Context: an optimization exercise on an open-source flow, tuned for small area. The choices shown serve that exercise and are no tape-out recipe.
Function was checked by simulation only, so behaviour that the tests miss may differ from the original.
Power figures rest on the tool's default switching activity, not on a simulated workload.

// hb_interp
module hb_interp #(
    parameter int WIDTH = 16
) (
    input  logic             clk,
    input  logic             rst,
    input  logic             bypass,
    input  logic             run,
    input  logic [8:0]       cpo,
    input  logic             stb_in,
    input  logic [WIDTH-1:0] data_in,
    output logic             stb_out,
    output logic [WIDTH-1:0] data_out,
    output logic             ovf
);
Size: about 1300 cells after synthesis, about 48 I/O pins, ~0.019 sq mm of cells after synthesis.
Settings: LEC_CHECK=0, CAP_MARGIN=20, CORE_MARGIN=2, CORE_UTILIZATION=70, SLEW_MARGIN=20; clock period 14.0 ns.
standard.sh (not shown) runs the stock make flow with config.mk's settings and CLKGATE_MAP_FILE= SYNTH_SCRIPT=/design/flow/synth_recipe.tcl, a recipe that flattens the netlist after the stock synthesis.
==> flow/flow/run.sh <==
#!/bin/bash
# Standard synthesis, then inverters pushed through full adders (fixinv.py), then the standard
# layout with clock-tree dummy loads off and single-drive port buffers.
set -euo pipefail
R=orfs/results/${FLOW_PLATFORM}/hb_interp/base
export CTS_ARGS="-sink_clustering_enable -repair_clock_nets -dont_use_dummy_load -buf_list sky130_fd_sc_hd__clkbuf_4 -sink_clustering_size 9 -sink_clustering_max_diameter 40"
export BUFFER_PORTS_ARGS="-buffer_cell sky130_fd_sc_hd__buf_1"
bash standard.sh synth > synth.log 2>&1
openroad -python -no_init -exit flow/fixinv.py "$R/1_synth.odb" "$R/1_synth.odb" > fixinv.log 2>&1
bash standard.sh finish > finish.log 2>&1
Other scripts of this flow, unchanged in this note and not shown: flow/flow/fixinv.py
==> next run, changes <==
--- a/flow/design.v
+++ b/flow/design.v
@@ -53,33 +53,30 @@
         c = 1'b0;
         for (int i = 0; i < 22; i++) begin
             add22[i] = a[i] ^ b[i] ^ c;
             c = (a[i] & b[i]) | (a[i] & c) | (b[i] & c);
         end
     endfunction
     function automatic logic [15:0] thermo(input logic [3:0] n);
-        case (n)
-            4'd0: thermo = 16'h0000;
-            4'd1: thermo = 16'h0001;
-            4'd2: thermo = 16'h0003;
-            4'd3: thermo = 16'h0007;
-            4'd4: thermo = 16'h000f;
-            4'd5: thermo = 16'h001f;
-            4'd6: thermo = 16'h003f;
-            4'd7: thermo = 16'h007f;
-            4'd8: thermo = 16'h00ff;
-            4'd9: thermo = 16'h01ff;
-            4'd10: thermo = 16'h03ff;
-            4'd11: thermo = 16'h07ff;
-            4'd12: thermo = 16'h0fff;
-            4'd13: thermo = 16'h1fff;
-            4'd14: thermo = 16'h3fff;
-            4'd15: thermo = 16'h7fff;
-            default: thermo = 16'h0000;
-        endcase
+        thermo[0] = (n[0] & !n[1] & !n[2] & !n[3]) | (n[1] & !n[2] & !n[3]) | (n[2] & !n[3]) | (n[3]);
+        thermo[1] = (n[1] & !n[2] & !n[3]) | (n[2] & !n[3]) | (n[3]);
+        thermo[2] = (n[0] & n[1] & !n[2] & !n[3]) | (n[2] & !n[3]) | (n[3]);
+        thermo[3] = (n[2] & !n[3]) | (n[3]);
+        thermo[4] = (n[0] & !n[1] & n[2] & !n[3]) | (n[1] & n[2] & !n[3]) | (n[3]);
+        thermo[5] = (n[1] & n[2] & !n[3]) | (n[3]);
+        thermo[6] = (n[0] & n[1] & n[2] & !n[3]) | (n[3]);
+        thermo[7] = (n[3]);
+        thermo[8] = (n[0] & !n[1] & !n[2] & n[3]) | (n[1] & !n[2] & n[3]) | (n[2] & n[3]);
+        thermo[9] = (n[1] & !n[2] & n[3]) | (n[2] & n[3]);
+        thermo[10] = (n[0] & n[1] & !n[2] & n[3]) | (n[2] & n[3]);
+        thermo[11] = (n[2] & n[3]);
+        thermo[12] = (n[0] & !n[1] & n[2] & n[3]) | (n[1] & n[2] & n[3]);
+        thermo[13] = (n[1] & n[2] & n[3]);
+        thermo[14] = (n[0] & n[1] & n[2] & n[3]);
+        thermo[15] = 1'b0;
     endfunction
     function automatic logic [8:0] dec9(input logic [8:0] a);
         logic b;
         b = 1'b1;
         for (int i = 0; i < 9; i++) begin
             dec9[i] = a[i] ^ b;
             b = b & !a[i];
@@ -578,18 +575,16 @@
     always_ff @(posedge clk) begin
         if (accept_d) begin
             for (int i = 15; i > 0; i--) dly_q[i] <= dly_q[i-1];
             dly_q[0] <= data_in;
         end
         acc_q <= acc_d;
         cr_q  <= cr_d;
-        if (s_q[4]) begin
-            fb1_q <= fb0_q;
-            fb0_q <= f_sat;
-        end
+        if (s_q[4]) fb0_q <= f_sat;
+        if (s_q[8]) fb1_q <= fb0_q;
         if (f_emit_d) begin
             c_cnt_q <= cpo;
             c_off_q <= off_e;
         end else begin
             c_cnt_q <= dec9(c_cnt_q);
             c_off_q <= {c_off_q[1] ^ (c_off_q[0] & accept_d), c_off_q[0] ^ accept_d};
         end
@@ -608,15 +603,15 @@
             else if (c_emit_d)   c_pend_q <= 1'b0;
             if (drop_d || (f_emit_d && c_pend_q)) ovf_q <= 1'b1;
             if (bypass) begin
                 stb_out_q <= stb_in;
                 if (stb_in) data_out_q <= data_in;
             end else begin
                 stb_out_q <= f_emit_d || c_emit_d;
-                if (f_emit_d)      data_out_q <= s_q[5] ? fb1_q : fb0_q;
+                if (f_emit_d)      data_out_q <= fb1_q;
                 else if (c_emit_d) data_out_q <= cval;
             end
         end
     end
     assign stb_out  = stb_out_q;
     assign data_out = data_out_q;
     assign ovf      = ovf_q;
Outcome:
- power falls by about 2.2%
- first-iteration DRC count falls by 9.4%
- final cell count falls by about 4%
- register-to-register slack got worse by 0.12 ns
- non-clock buffer count falls by 2

## separate check: timing with driven ports
In the flow no input, the clock included, has a driving cell. The finished layouts below were timed again as built, in two steps.
Step 1 (the two cells are an assumption about what drives the block):
set clk [get_ports {clk}]
set_driving_cell -lib_cell sky130_fd_sc_hd__clkbuf_16 $clk
set_driving_cell -lib_cell sky130_fd_sc_hd__buf_2 [delete_from_list [all_inputs] $clk]
Step 2, shift: input delay + t, output delay - t, t = (earliest + latest rising clock arrival at the registers) / 2. This alone moves slack from input paths to output paths.
a / b / c = ideal ports / drivers / drivers and shift; a / b = the first two.
| run | shift t [ns] | setup WS [ns] | hold WS [ns] | worst setup path at the end |
|---|---|---|---|---|
| the first run | 0.739 | 0.705 / 0.705 / 0.705 | 0.430 / 0.430 / 0.430 | register to register |
| the second run | 0.707 | 0.587 / 0.587 / 0.587 | 0.385 / 0.385 / 0.385 | register to register |
After both steps setup and hold are still met in every run listed.
